From an optimization exercise on the open Yosys and OpenROAD flow, aimed at small area; shortcuts taken in it are not production practice.
At most, simulation tests tie the RTL to the original design; equivalence was not proved.
Power and IR drop assume default switching activity.

==> inputs of 10-05 <==
==> flow/design.v <==
`timescale 1ns/1ns
package jhp_pkg;
    typedef logic [8-1:0]               byte_t;
    typedef logic [15:0]                          seg_len_t;   
    typedef logic [15:0]                          dim_t;       
    typedef logic [3:0]                           ncomp_t;
    typedef logic [3:0]                           samp_t;      
    typedef logic [$clog2(2)-1:0]       qt_id_t;
    typedef logic [$clog2(64)-1:0]   qt_idx_t;
    typedef logic [1:0]                           comp_idx_t;
    typedef enum logic [2:0] {
        HUNT, MARKER_ID, LEN_HI, LEN_LO, BODY
    } scan_state_t;
    typedef enum logic [3:0] {
        SOF_PREC, SOF_H_HI, SOF_H_LO, SOF_W_HI, SOF_W_LO, SOF_NCOMP,
        SOF_C_ID, SOF_C_SAMP, SOF_C_QT, SOF_TAIL,
        DQT_INFO, DQT_READ, SOS_BODY, IGNORE
    } seg_state_t;
endpackage
`timescale 1ns/1ns
module qt_rd_mux (
    input  logic [1023:0] ring,
    input  logic [127:0]  rsel,
    output logic [7:0]    qt_rd_data
);
    for (genvar i = 0; i < 8; i++) begin : g_bit
        logic [42:0] l1;     
        logic [10:0] l2;     
        logic [2:0]  l3;     
        for (genvar g = 0; g < 42; g++) begin : g_l1
            jhp_aoi222 u (
                .a0(ring[8*(3*g)   + i]), .s0(rsel[3*g]),
                .a1(ring[8*(3*g+1) + i]), .s1(rsel[3*g+1]),
                .a2(ring[8*(3*g+2) + i]), .s2(rsel[3*g+2]),
                .y (l1[g]));
        end
        jhp_aoi22 u_l1_last (
            .a0(ring[8*126 + i]), .s0(rsel[126]),
            .a1(ring[8*127 + i]), .s1(rsel[127]),
            .y (l1[42]));
        for (genvar g = 0; g < 10; g++) begin : g_l2
            jhp_nand4 u (.a(l1[4*g]), .b(l1[4*g+1]), .c(l1[4*g+2]), .d(l1[4*g+3]), .y(l2[g]));
        end
        jhp_nand3 u_l2_last (.a(l1[40]), .b(l1[41]), .c(l1[42]), .y(l2[10]));
        jhp_nor4 u_l3_0 (.a(l2[0]), .b(l2[1]), .c(l2[2]), .d(l2[3]), .y(l3[0]));
        jhp_nor4 u_l3_1 (.a(l2[4]), .b(l2[5]), .c(l2[6]), .d(l2[7]), .y(l3[1]));
        jhp_nor3 u_l3_2 (.a(l2[8]), .b(l2[9]), .c(l2[10]), .y(l3[2]));
        jhp_nand3 u_l4 (.a(l3[0]), .b(l3[1]), .c(l3[2]), .y(qt_rd_data[i]));
    end
endmodule
module jhp_aoi222 (
    input  logic a0, s0, a1, s1, a2, s2,
    output logic y
);
    assign y = ~((a0 & s0) | (a1 & s1) | (a2 & s2));
endmodule
module jhp_aoi22 (
    input  logic a0, s0, a1, s1,
    output logic y
);
    assign y = ~((a0 & s0) | (a1 & s1));
endmodule
module jhp_nand4 (
    input  logic a, b, c, d,
    output logic y
);
    assign y = ~(a & b & c & d);
endmodule
module jhp_nand3 (
    input  logic a, b, c,
    output logic y
);
    assign y = ~(a & b & c);
endmodule
module jhp_nor4 (
    input  logic a, b, c, d,
    output logic y
);
    assign y = ~(a | b | c | d);
endmodule
module jhp_nor3 (
    input  logic a, b, c,
    output logic y
);
    assign y = ~(a | b | c);
endmodule
`timescale 1ns/1ns
module jpeg_header_parser (
    input  logic                       clk,
    input  logic                       rst_n,
    input  logic                       byte_valid,
    input  logic [7:0]                 byte_in,
    output logic                       byte_credit,
    output logic [15:0]                img_height,
    output logic [15:0]                img_width,
    output logic [3:0]                 num_components,
    output logic [3*4-1:0] comp_h_samp,      
    output logic [3*4-1:0] comp_v_samp,      
    output logic [3-1:0]   comp_quant_id,    
    output logic                       start_scan,
    input  logic                       qt_rd_table,
    input  logic [5:0]                 qt_rd_index,
    output logic [7:0]                 qt_rd_data
);
    localparam int NPOS = 128;           
    localparam int WS   = 8;             
    localparam int NWP  = NPOS / WS;
    localparam int WSB  = $clog2(WS);
    logic [7:0] fmem [4];
    logic [1:0] wr_ptr, rd_ptr;
    logic [2:0] fcount;
    logic       avail, pop;
    logic [7:0] b;
    assign avail       = (fcount != 3'd0);
    assign b           = fmem[rd_ptr];
    assign byte_credit = pop;
    always_ff @(posedge clk) begin
        if (byte_valid)
            fmem[wr_ptr] <= byte_in;
    end
    always_ff @(posedge clk or negedge rst_n) begin
        if (!rst_n) begin
            wr_ptr <= '0;
            rd_ptr <= '0;
            fcount <= '0;
        end else begin
            if (byte_valid)
                wr_ptr <= wr_ptr + 2'd1;
            if (pop)
                rd_ptr <= rd_ptr + 2'd1;
            fcount <= fcount + {2'b00, byte_valid} - {2'b00, pop};
        end
    end
    localparam logic [2:0] HUNT = 3'd0, MID = 3'd1, LHI = 3'd2, LLO = 3'd3, BODY = 3'd4;
    localparam logic [1:0] SG_OTH = 2'd0, SG_SOF = 2'd1, SG_DQT = 2'd2, SG_SOS = 2'd3;
    logic [2:0]  fst;
    logic [15:0] rem;            
    logic [1:0]  seg;
    logic [5:0]  cnt;            
    logic        info;           
    logic        keep;           
    logic        tbl;            
    logic        clr;            
    logic [6:0]  m;              
    logic [6:0]  wpos;           
    logic        in_body, last, standalone;
    logic        is_sof, is_dqt;
    logic        do_write, aligned, wr_en;
    assign in_body    = (fst == BODY);
    assign last       = (rem == 16'd3);
    assign standalone = (b == 8'h00) || (b == 8'h01) || (b[7:4] == 4'hD && b[3:0] <= 4'd9);
    assign is_sof     = in_body && (seg == SG_SOF);
    assign is_dqt     = in_body && (seg == SG_DQT);
    assign do_write   = is_dqt && !info && keep;
    assign aligned    = (wpos[WSB-1:0] == '0);
    assign pop        = avail && !start_scan && (!do_write || aligned);
    always_ff @(posedge clk or negedge rst_n) begin
        if (!rst_n) begin
            fst        <= HUNT;
            start_scan <= 1'b0;
            clr        <= 1'b1;
            m          <= '0;
        end else begin
            clr <= 1'b0;
            m   <= m - 7'd1;
            if (pop) begin
                case (fst)
                    HUNT: if (b == 8'hFF) fst <= MID;
                    MID: begin
                        if (standalone)       fst <= HUNT;
                        else if (b != 8'hFF)  fst <= LHI;
                    end
                    LHI: fst <= LLO;
                    LLO: fst <= (rem[15:8] != 8'd0 || b > 8'd2) ? BODY : HUNT;
                    default: begin
                        if (last) begin
                            fst <= HUNT;
                            if (seg == SG_SOS)
                                start_scan <= 1'b1;      
                        end
                    end
                endcase
            end
        end
    end
    always_ff @(posedge clk) begin
        if (pop && is_dqt && info)
            wpos <= (m - 7'd2) ^ {b[0], 6'd0};
        else if (!wr_en)
            wpos <= wpos - 7'd1;
    end
    always_ff @(posedge clk) begin
        if (pop) begin
            case (fst)
                MID: begin
                    case (b)
                        8'hC0: seg <= SG_SOF;
                        8'hDB:  seg <= SG_DQT;
                        8'hDA:  seg <= SG_SOS;
                        default:      seg <= SG_OTH;
                    endcase
                end
                LHI: rem[15:8] <= b;
                LLO: begin
                    rem[7:0] <= b;
                    cnt      <= '0;
                    info     <= 1'b1;
                end
                BODY: begin
                    rem <= rem - 16'd1;
                    if (seg == SG_SOF) begin
                        if (cnt[3:0] != 4'd15)
                            cnt <= cnt + 6'd1;
                    end else if (seg == SG_DQT) begin
                        if (info) begin
                            info <= 1'b0;
                            keep <= (b[3:1] == 3'd0);
                            tbl  <= b[0];
                        end else begin
                            cnt <= cnt + 6'd1;
                            if (cnt == 6'd63)
                                info <= 1'b1;
                        end
                    end
                end
                default: ;
            endcase
        end
    end
    logic [7:0] fb;
    logic       sof_pop;
    assign fb      = clr ? 8'h00 : b;
    assign sof_pop = pop && is_sof;
    always_ff @(posedge clk) begin
        if (clr || (sof_pop && cnt[3:0] == 4'd1)) img_height[15:8] <= fb;
        if (clr || (sof_pop && cnt[3:0] == 4'd2)) img_height[7:0]  <= fb;
        if (clr || (sof_pop && cnt[3:0] == 4'd3)) img_width[15:8]  <= fb;
        if (clr || (sof_pop && cnt[3:0] == 4'd4)) img_width[7:0]   <= fb;
        if (clr || (sof_pop && cnt[3:0] == 4'd5)) num_components   <= fb[3:0];
        for (int c = 0; c < 3; c++) begin
            if (clr || (sof_pop && cnt[3:0] == 4'(7 + 3*c) && num_components > 4'(c))) begin
                comp_h_samp[4*c +: 4] <= fb[7:4];
                comp_v_samp[4*c +: 4] <= fb[3:0];
            end
            if (clr || (sof_pop && cnt[3:0] == 4'(8 + 3*c) && num_components > 4'(c)))
                comp_quant_id[c] <= fb[0];
        end
    end
    logic [8*NPOS-1:0] ring;
    assign wr_en = pop && do_write;
    logic [8*NPOS-1:0] ring_nxt;
    always_comb begin
        ring_nxt = {ring[7:0], ring[8*NPOS-1:8]};      
        for (int k = 0; k < NWP; k++)
            if (wr_en && wpos[6:WSB] == (7-WSB)'(k))
                ring_nxt[8*WS*k +: 8] = b;
    end
    always_ff @(posedge clk) ring <= ring_nxt;
    logic [6:0] rpos;
    logic [7:0] rdata;
    assign rpos = {qt_rd_table, qt_rd_index} + m;
    logic [NPOS-1:0] rsel;
    always_comb begin
        rsel = '0;
        rsel[rpos] = 1'b1;
    end
    always_ff @(posedge clk) qt_rd_data <= rdata;
    qt_rd_mux qt_rd_mux_inst (.ring, .rsel, .qt_rd_data(rdata));
endmodule
==> flow/run.sh <==
#!/bin/bash
# synth_recipe.tcl (not shown) runs the flow's synth.tcl, then flattens the netlist and writes it again
# the make line also repeats each setting of config.mk as NAME=value (left out here)
make -C /OpenROAD-flow-scripts/flow DESIGN_CONFIG=/design/flow/config.mk WORK_HOME=/design/flow/orfs CLKGATE_MAP_FILE= SYNTH_SCRIPT=/design/flow/synth_recipe.tcl finish
==> flow/config.mk <==
export PLATFORM = sky130hd
export DESIGN_NAME = jpeg_header_parser
export DESIGN_NICKNAME = jpeg_header_parser
export VERILOG_FILES = /design/flow/design.v
export SDC_FILE = /design/flow/constraint.sdc
export NUM_CORES = 4
export LEC_CHECK = 0
export CAP_MARGIN = 20
export CORE_MARGIN = 2
export CORE_UTILIZATION = 60
export GPL_TIMING_DRIVEN = 0
export PLACE_DENSITY = 0.75
export SLEW_MARGIN = 20
export SYNTH_HIERARCHICAL = 1
==> flow/constraint.sdc <==
create_clock -name core_clock -period 5.0 [get_ports {clk}]
set_input_delay 1.0000 -clock core_clock [delete_from_list [all_inputs] [get_ports {clk}]]
set_output_delay 1.0000 -clock core_clock [all_outputs]
set_load 0.01 [all_outputs]
==> inputs of 03-28, as changes to 10-05 <==
--- a/flow/design.v
+++ b/flow/design.v
@@ -26,7 +26,7 @@
     for (genvar i = 0; i < 8; i++) begin : g_bit
         logic [42:0] l1;     
         logic [10:0] l2;     
-        logic [2:0]  l3;     
+        logic [3:0]  l3;     
         for (genvar g = 0; g < 42; g++) begin : g_l1
             jhp_aoi222 u (
                 .a0(ring[8*(3*g)   + i]), .s0(rsel[3*g]),
@@ -42,10 +42,11 @@
             jhp_nand4 u (.a(l1[4*g]), .b(l1[4*g+1]), .c(l1[4*g+2]), .d(l1[4*g+3]), .y(l2[g]));
         end
         jhp_nand3 u_l2_last (.a(l1[40]), .b(l1[41]), .c(l1[42]), .y(l2[10]));
-        jhp_nor4 u_l3_0 (.a(l2[0]), .b(l2[1]), .c(l2[2]), .d(l2[3]), .y(l3[0]));
-        jhp_nor4 u_l3_1 (.a(l2[4]), .b(l2[5]), .c(l2[6]), .d(l2[7]), .y(l3[1]));
-        jhp_nor3 u_l3_2 (.a(l2[8]), .b(l2[9]), .c(l2[10]), .y(l3[2]));
-        jhp_nand3 u_l4 (.a(l3[0]), .b(l3[1]), .c(l3[2]), .y(qt_rd_data[i]));
+        jhp_nor3 u_l3_0 (.a(l2[0]), .b(l2[1]), .c(l2[2]),  .y(l3[0]));
+        jhp_nor3 u_l3_1 (.a(l2[3]), .b(l2[4]), .c(l2[5]),  .y(l3[1]));
+        jhp_nor3 u_l3_2 (.a(l2[6]), .b(l2[7]), .c(l2[8]),  .y(l3[2]));
+        jhp_nor2 u_l3_3 (.a(l2[9]), .b(l2[10]),            .y(l3[3]));
+        jhp_nand4 u_l4 (.a(l3[0]), .b(l3[1]), .c(l3[2]), .d(l3[3]), .y(qt_rd_data[i]));
     end
 endmodule
 module jhp_aoi222 (
@@ -72,11 +73,11 @@
 );
     assign y = ~(a & b & c);
 endmodule
-module jhp_nor4 (
-    input  logic a, b, c, d,
-    output logic y
-);
-    assign y = ~(a | b | c | d);
+module jhp_nor2 (
+    input  logic a, b,
+    output logic y
+);
+    assign y = ~(a | b);
 endmodule
 module jhp_nor3 (
     input  logic a, b, c,
@@ -102,10 +103,7 @@
     input  logic [5:0]                 qt_rd_index,
     output logic [7:0]                 qt_rd_data
 );
-    localparam int NPOS = 128;           
-    localparam int WS   = 8;             
-    localparam int NWP  = NPOS / WS;
-    localparam int WSB  = $clog2(WS);
+    localparam int NRING = 16;           
     logic [7:0] fmem [4];
     logic [1:0] wr_ptr, rd_ptr;
     logic [2:0] fcount;
@@ -141,8 +139,7 @@
     logic        keep;           
     logic        tbl;            
     logic        clr;            
-    logic [6:0]  m;              
-    logic [6:0]  wpos;           
+    logic [2:0]  m;              
     logic        in_body, last, standalone;
     logic        is_sof, is_dqt;
     logic        do_write, aligned, wr_en;
@@ -152,7 +149,7 @@
     assign is_sof     = in_body && (seg == SG_SOF);
     assign is_dqt     = in_body && (seg == SG_DQT);
     assign do_write   = is_dqt && !info && keep;
-    assign aligned    = (wpos[WSB-1:0] == '0);
+    assign aligned    = (cnt[2:0] + m == 3'd0);       
     assign pop        = avail && !start_scan && (!do_write || aligned);
     always_ff @(posedge clk or negedge rst_n) begin
         if (!rst_n) begin
@@ -162,7 +159,7 @@
             m          <= '0;
         end else begin
             clr <= 1'b0;
-            m   <= m - 7'd1;
+            m   <= m - 3'd1;
             if (pop) begin
                 case (fst)
                     HUNT: if (b == 8'hFF) fst <= MID;
@@ -182,12 +179,6 @@
                 endcase
             end
         end
-    end
-    always_ff @(posedge clk) begin
-        if (pop && is_dqt && info)
-            wpos <= (m - 7'd2) ^ {b[0], 6'd0};
-        else if (!wr_en)
-            wpos <= wpos - 7'd1;
     end
     always_ff @(posedge clk) begin
         if (pop) begin
@@ -246,24 +237,33 @@
                 comp_quant_id[c] <= fb[0];
         end
     end
-    logic [8*NPOS-1:0] ring;
+    logic [7:0] ring [NRING][8];
+    logic [3:0] wring;
     assign wr_en = pop && do_write;
-    logic [8*NPOS-1:0] ring_nxt;
+    assign wring = {tbl, cnt[5:3]};
+    always_ff @(posedge clk) begin
+        for (int j = 0; j < NRING; j++) begin
+            for (int p = 1; p < 8; p++)
+                ring[j][p-1] <= ring[j][p];
+            ring[j][7] <= (wr_en && wring == 4'(j)) ? b : ring[j][0];
+        end
+    end
+    logic [7:0]      lsel;
+    logic [15:0]     hsel;
+    logic [127:0]    rsel;
+    logic [1023:0]   rflat;
+    logic [7:0]      rdata;
     always_comb begin
-        ring_nxt = {ring[7:0], ring[8*NPOS-1:8]};      
-        for (int k = 0; k < NWP; k++)
-            if (wr_en && wpos[6:WSB] == (7-WSB)'(k))
-                ring_nxt[8*WS*k +: 8] = b;
-    end
-    always_ff @(posedge clk) ring <= ring_nxt;
-    logic [6:0] rpos;
-    logic [7:0] rdata;
-    assign rpos = {qt_rd_table, qt_rd_index} + m;
-    logic [NPOS-1:0] rsel;
-    always_comb begin
-        rsel = '0;
-        rsel[rpos] = 1'b1;
-    end
+        for (int p = 0; p < 8; p++)
+            lsel[p] = (qt_rd_index[2:0] == 3'(p) - m);
+        hsel = '0;
+        hsel[{qt_rd_table, qt_rd_index[5:3]}] = 1'b1;
+        for (int j = 0; j < NRING; j++)
+            for (int p = 0; p < 8; p++) begin
+                rsel[8*j+p]          = hsel[j] & lsel[p];
+                rflat[8*(8*j+p) +: 8] = ring[j][p];
+            end
+    end
+    qt_rd_mux qt_rd_mux_inst (.ring(rflat), .rsel, .qt_rd_data(rdata));
     always_ff @(posedge clk) qt_rd_data <= rdata;
-    qt_rd_mux qt_rd_mux_inst (.ring, .rsel, .qt_rd_data(rdata));
-endmodule
+endmodule
==> flow/flow/run.sh (new file) <==
#!/bin/bash
# Standard layout with three changes: port buffers use the smallest buffer,
# and the clock tree uses clkbuf_8 in clusters of 18 sinks without dummy loads.
set -euo pipefail
export BUFFER_PORTS_ARGS="-buffer_cell sky130_fd_sc_hd__buf_1"
export CTS_ARGS="-sink_clustering_enable -repair_clock_nets -buf_list sky130_fd_sc_hd__clkbuf_8 -sink_clustering_size 18 -sink_clustering_max_diameter 50 -dont_use_dummy_load"
bash standard.sh > standard.log 2>&1
==> flow/standard.sh (new file) <==
#!/bin/bash
# synth_recipe.tcl (not shown) runs the flow's synth.tcl, then flattens the netlist and writes it again
# the make line also repeats each setting of config.mk as NAME=value (left out here)
make -C /OpenROAD-flow-scripts/flow DESIGN_CONFIG=/design/flow/config.mk WORK_HOME=/design/flow/orfs CLKGATE_MAP_FILE= SYNTH_SCRIPT=/design/flow/synth_recipe.tcl "${@:-finish}"
Settings changed: CORE_UTILIZATION 60 to 65, PLACE_DENSITY 0.75 to 0.78.
removed: flow/run.sh
==> inputs of 08-16, as changes to 10-05 <==
--- a/flow/design.v
+++ b/flow/design.v
@@ -17,73 +17,6 @@
         DQT_INFO, DQT_READ, SOS_BODY, IGNORE
     } seg_state_t;
 endpackage
-`timescale 1ns/1ns
-module qt_rd_mux (
-    input  logic [1023:0] ring,
-    input  logic [127:0]  rsel,
-    output logic [7:0]    qt_rd_data
-);
-    for (genvar i = 0; i < 8; i++) begin : g_bit
-        logic [42:0] l1;     
-        logic [10:0] l2;     
-        logic [2:0]  l3;     
-        for (genvar g = 0; g < 42; g++) begin : g_l1
-            jhp_aoi222 u (
-                .a0(ring[8*(3*g)   + i]), .s0(rsel[3*g]),
-                .a1(ring[8*(3*g+1) + i]), .s1(rsel[3*g+1]),
-                .a2(ring[8*(3*g+2) + i]), .s2(rsel[3*g+2]),
-                .y (l1[g]));
-        end
-        jhp_aoi22 u_l1_last (
-            .a0(ring[8*126 + i]), .s0(rsel[126]),
-            .a1(ring[8*127 + i]), .s1(rsel[127]),
-            .y (l1[42]));
-        for (genvar g = 0; g < 10; g++) begin : g_l2
-            jhp_nand4 u (.a(l1[4*g]), .b(l1[4*g+1]), .c(l1[4*g+2]), .d(l1[4*g+3]), .y(l2[g]));
-        end
-        jhp_nand3 u_l2_last (.a(l1[40]), .b(l1[41]), .c(l1[42]), .y(l2[10]));
-        jhp_nor4 u_l3_0 (.a(l2[0]), .b(l2[1]), .c(l2[2]), .d(l2[3]), .y(l3[0]));
-        jhp_nor4 u_l3_1 (.a(l2[4]), .b(l2[5]), .c(l2[6]), .d(l2[7]), .y(l3[1]));
-        jhp_nor3 u_l3_2 (.a(l2[8]), .b(l2[9]), .c(l2[10]), .y(l3[2]));
-        jhp_nand3 u_l4 (.a(l3[0]), .b(l3[1]), .c(l3[2]), .y(qt_rd_data[i]));
-    end
-endmodule
-module jhp_aoi222 (
-    input  logic a0, s0, a1, s1, a2, s2,
-    output logic y
-);
-    assign y = ~((a0 & s0) | (a1 & s1) | (a2 & s2));
-endmodule
-module jhp_aoi22 (
-    input  logic a0, s0, a1, s1,
-    output logic y
-);
-    assign y = ~((a0 & s0) | (a1 & s1));
-endmodule
-module jhp_nand4 (
-    input  logic a, b, c, d,
-    output logic y
-);
-    assign y = ~(a & b & c & d);
-endmodule
-module jhp_nand3 (
-    input  logic a, b, c,
-    output logic y
-);
-    assign y = ~(a & b & c);
-endmodule
-module jhp_nor4 (
-    input  logic a, b, c, d,
-    output logic y
-);
-    assign y = ~(a | b | c | d);
-endmodule
-module jhp_nor3 (
-    input  logic a, b, c,
-    output logic y
-);
-    assign y = ~(a | b | c);
-endmodule
 `timescale 1ns/1ns
 module jpeg_header_parser (
     input  logic                       clk,
@@ -141,17 +74,18 @@
     logic        keep;           
     logic        tbl;            
     logic        clr;            
-    logic [6:0]  m;              
-    logic [6:0]  wpos;           
+    logic [6:0]  ph;             
     logic        in_body, last, standalone;
     logic        is_sof, is_dqt;
-    logic        do_write, aligned, wr_en;
+    logic        do_write, aligned;
+    logic [6:0]  wpos;
     assign in_body    = (fst == BODY);
     assign last       = (rem == 16'd3);
     assign standalone = (b == 8'h00) || (b == 8'h01) || (b[7:4] == 4'hD && b[3:0] <= 4'd9);
     assign is_sof     = in_body && (seg == SG_SOF);
     assign is_dqt     = in_body && (seg == SG_DQT);
     assign do_write   = is_dqt && !info && keep;
+    assign wpos       = {tbl, cnt} - ph - 7'd1;
     assign aligned    = (wpos[WSB-1:0] == '0);
     assign pop        = avail && !start_scan && (!do_write || aligned);
     always_ff @(posedge clk or negedge rst_n) begin
@@ -159,10 +93,10 @@
             fst        <= HUNT;
             start_scan <= 1'b0;
             clr        <= 1'b1;
-            m          <= '0;
+            ph         <= '0;
         end else begin
             clr <= 1'b0;
-            m   <= m - 7'd1;
+            ph  <= ph + 7'd1;
             if (pop) begin
                 case (fst)
                     HUNT: if (b == 8'hFF) fst <= MID;
@@ -182,12 +116,6 @@
                 endcase
             end
         end
-    end
-    always_ff @(posedge clk) begin
-        if (pop && is_dqt && info)
-            wpos <= (m - 7'd2) ^ {b[0], 6'd0};
-        else if (!wr_en)
-            wpos <= wpos - 7'd1;
     end
     always_ff @(posedge clk) begin
         if (pop) begin
@@ -247,6 +175,8 @@
         end
     end
     logic [8*NPOS-1:0] ring;
+    logic              wr_en;
+    logic [6:0]        rpos;
     assign wr_en = pop && do_write;
     logic [8*NPOS-1:0] ring_nxt;
     always_comb begin
@@ -256,14 +186,17 @@
                 ring_nxt[8*WS*k +: 8] = b;
     end
     always_ff @(posedge clk) ring <= ring_nxt;
-    logic [6:0] rpos;
-    logic [7:0] rdata;
-    assign rpos = {qt_rd_table, qt_rd_index} + m;
+    always_ff @(posedge clk) begin
+        rpos <= {qt_rd_table, qt_rd_index} - ph - 7'd1;
+    end
     logic [NPOS-1:0] rsel;
     always_comb begin
         rsel = '0;
         rsel[rpos] = 1'b1;
     end
-    always_ff @(posedge clk) qt_rd_data <= rdata;
-    qt_rd_mux qt_rd_mux_inst (.ring, .rsel, .qt_rd_data(rdata));
+    always_comb begin
+        qt_rd_data = '0;
+        for (int p = 0; p < NPOS; p++)
+            qt_rd_data = qt_rd_data | (ring[8*p +: 8] & {8{rsel[p]}});
+    end
 endmodule
Settings changed: CORE_UTILIZATION 60 to 40, GPL_TIMING_DRIVEN 0 to default, PLACE_DENSITY 0.75 to 0.6, SYNTH_HIERARCHICAL 1 to default.
==> inputs of 07-02, as changes to 10-05 <==
--- a/flow/design.v
+++ b/flow/design.v
@@ -102,10 +102,7 @@
     input  logic [5:0]                 qt_rd_index,
     output logic [7:0]                 qt_rd_data
 );
-    localparam int NPOS = 128;           
-    localparam int WS   = 8;             
-    localparam int NWP  = NPOS / WS;
-    localparam int WSB  = $clog2(WS);
+    localparam int NRING = 16;           
     logic [7:0] fmem [4];
     logic [1:0] wr_ptr, rd_ptr;
     logic [2:0] fcount;
@@ -141,8 +138,7 @@
     logic        keep;           
     logic        tbl;            
     logic        clr;            
-    logic [6:0]  m;              
-    logic [6:0]  wpos;           
+    logic [2:0]  m;              
     logic        in_body, last, standalone;
     logic        is_sof, is_dqt;
     logic        do_write, aligned, wr_en;
@@ -152,7 +148,7 @@
     assign is_sof     = in_body && (seg == SG_SOF);
     assign is_dqt     = in_body && (seg == SG_DQT);
     assign do_write   = is_dqt && !info && keep;
-    assign aligned    = (wpos[WSB-1:0] == '0);
+    assign aligned    = (cnt[2:0] + m == 3'd0);       
     assign pop        = avail && !start_scan && (!do_write || aligned);
     always_ff @(posedge clk or negedge rst_n) begin
         if (!rst_n) begin
@@ -162,7 +158,7 @@
             m          <= '0;
         end else begin
             clr <= 1'b0;
-            m   <= m - 7'd1;
+            m   <= m - 3'd1;
             if (pop) begin
                 case (fst)
                     HUNT: if (b == 8'hFF) fst <= MID;
@@ -182,12 +178,6 @@
                 endcase
             end
         end
-    end
-    always_ff @(posedge clk) begin
-        if (pop && is_dqt && info)
-            wpos <= (m - 7'd2) ^ {b[0], 6'd0};
-        else if (!wr_en)
-            wpos <= wpos - 7'd1;
     end
     always_ff @(posedge clk) begin
         if (pop) begin
@@ -246,24 +236,35 @@
                 comp_quant_id[c] <= fb[0];
         end
     end
-    logic [8*NPOS-1:0] ring;
+    logic [7:0] ring [NRING][8];
+    logic [3:0] wring;
     assign wr_en = pop && do_write;
-    logic [8*NPOS-1:0] ring_nxt;
+    assign wring = {tbl, cnt[5:3]};
+    always_ff @(posedge clk) begin
+        for (int j = 0; j < NRING; j++) begin
+            for (int p = 1; p < 8; p++)
+                ring[j][p-1] <= ring[j][p];
+            ring[j][7] <= (wr_en && wring == 4'(j)) ? b : ring[j][0];
+        end
+    end
+    logic [2:0]      rlo;
+    logic [7:0]      lsel;
+    logic [15:0]     hsel;
+    logic [127:0]    rsel;
+    logic [1023:0]   rflat;
+    logic [7:0]      rdata;
+    assign rlo = qt_rd_index[2:0] + m;
     always_comb begin
-        ring_nxt = {ring[7:0], ring[8*NPOS-1:8]};      
-        for (int k = 0; k < NWP; k++)
-            if (wr_en && wpos[6:WSB] == (7-WSB)'(k))
-                ring_nxt[8*WS*k +: 8] = b;
-    end
-    always_ff @(posedge clk) ring <= ring_nxt;
-    logic [6:0] rpos;
-    logic [7:0] rdata;
-    assign rpos = {qt_rd_table, qt_rd_index} + m;
-    logic [NPOS-1:0] rsel;
-    always_comb begin
-        rsel = '0;
-        rsel[rpos] = 1'b1;
-    end
+        lsel = '0;
+        lsel[rlo] = 1'b1;
+        hsel = '0;
+        hsel[{qt_rd_table, qt_rd_index[5:3]}] = 1'b1;
+        for (int j = 0; j < NRING; j++)
+            for (int p = 0; p < 8; p++) begin
+                rsel[8*j+p]          = hsel[j] & lsel[p];
+                rflat[8*(8*j+p) +: 8] = ring[j][p];
+            end
+    end
+    qt_rd_mux qt_rd_mux_inst (.ring(rflat), .rsel, .qt_rd_data(rdata));
     always_ff @(posedge clk) qt_rd_data <= rdata;
-    qt_rd_mux qt_rd_mux_inst (.ring, .rsel, .qt_rd_data(rdata));
-endmodule
+endmodule
==> flow/flow/run.sh (new file) <==
#!/bin/bash
# Standard layout with three changes: port buffers use the smallest buffer,
# and the clock tree uses clkbuf_8 in clusters of 16 sinks without dummy loads.
set -euo pipefail
export BUFFER_PORTS_ARGS="-buffer_cell sky130_fd_sc_hd__buf_1"
export CTS_ARGS="-sink_clustering_enable -repair_clock_nets -buf_list sky130_fd_sc_hd__clkbuf_8 -sink_clustering_size 16 -sink_clustering_max_diameter 50 -dont_use_dummy_load"
bash standard.sh > standard.log 2>&1
==> flow/standard.sh (new file) <==
#!/bin/bash
# synth_recipe.tcl (not shown) runs the flow's synth.tcl, then flattens the netlist and writes it again
# the make line also repeats each setting of config.mk as NAME=value (left out here)
make -C /OpenROAD-flow-scripts/flow DESIGN_CONFIG=/design/flow/config.mk WORK_HOME=/design/flow/orfs CLKGATE_MAP_FILE= SYNTH_SCRIPT=/design/flow/synth_recipe.tcl "${@:-finish}"
Settings changed: CORE_UTILIZATION 60 to 55, PLACE_DENSITY 0.75 to 0.7.
removed: flow/run.sh
==> comparison <==
- 08-16 completed and failed the layout checks on negative setup slack. 03-28 produced a clean layout. 10-05 produced a layout that fails on negative setup slack. 07-02 finished with negative setup slack left.
- In 07-02 the final cell count is smaller than in 08-16, by 34%.
- Worst setup slack: 03-28 > 10-05 > 07-02 > 08-16.
- Against 07-02, the clock skew of 08-16 is lower by 0.075 ns.
- The highest utilization belongs to 10-05, the lowest to 08-16.
- Register-to-register slack: 07-02 < 03-28 < 10-05 < 08-16.
- Combinational power: 08-16 is higher than 10-05 (33%).
==> figures <==
item	03-28	10-05	08-16	07-02
Status	complete, no violations	finished with violations	finished with violations	finished with violations
Reasons for failing layout checks	-	negative setup slack	negative setup slack	negative setup slack
Per-cell routed wire length	25.8 µm	26.4 µm	37.7 µm	25.5 µm
Clock buffer instance count of the final layout	81	159	164	90
Fraction of power consumed by combinational cells	0.116	0.119	0.148	0.118
Number of antenna violations at the first check in global routing	7	1	9	3
Clock Network Area Fraction	0.0314	0.0898	0.0821	0.0344
Number of well-tap cells placed	672	756	1,176	782
Largest net degree at the start of global routing	19	20	29	17
Multi-input logic portion of the cell area	0.233	0.237	0.253	0.235
Slew HR	0.178	0.0951	0.338	0.211
Layout buffering overhead excluding clock cells	0.0146	0.0364	0.112	0.0146
Number of instances in the synthesized netlist	2,241	2,543	3,080	2,242
Total area of sequential cells	0.0247 mm²	0.0250 mm²	0.0248 mm²	0.0247 mm²
Worst Setup Start Kind	flip-flop	input pin	flip-flop	input pin
The RTL of 10-05 and 07-02 was laid out without a check of its function.

port drivers added, routing unchanged:
No port has a modelled driver above. Below, the same layouts with a new extraction and two added sets of constraints.
Step 1 (the two cells are an assumption about what drives the block):
set clk [get_ports {clk}]
set_driving_cell -lib_cell sky130_fd_sc_hd__clkbuf_16 $clk
set_driving_cell -lib_cell sky130_fd_sc_hd__buf_2 [delete_from_list [all_inputs] $clk]
Step 2 times the ports against the registers' clock, not the clock port: input delays grow and output delays shrink by t, the midpoint of the rising clock arrivals with the driver on.
Three values: no drivers, after step 1, after step 2; two values: the first two.
run | shift t [ns] | setup slack, ns | hold slack, ns | cell pins on the clock port's net
10-05 | 0.722 | -0.002 / 0.039 / -0.683 | 0.300 / 0.255 / 0.341 | 1
03-28 | 0.719 | 0.275 / 0.275 / -0.428 | 0.308 / 0.308 / 0.308 | 1
08-16 | 0.787 | -0.118 / -0.194 / 0.593 | 0.332 / 0.332 / 0.332 | 1
07-02 | 0.731 | -0.024 / -0.001 / -0.732 | 0.291 / 0.291 / 0.291 | 1
Met with ideal ports but missed after step 2: setup timing in 03-28. The setup slack of 07-02, which loses most, moves by +0.023 ns with the drivers and by -0.708 ns with both steps.
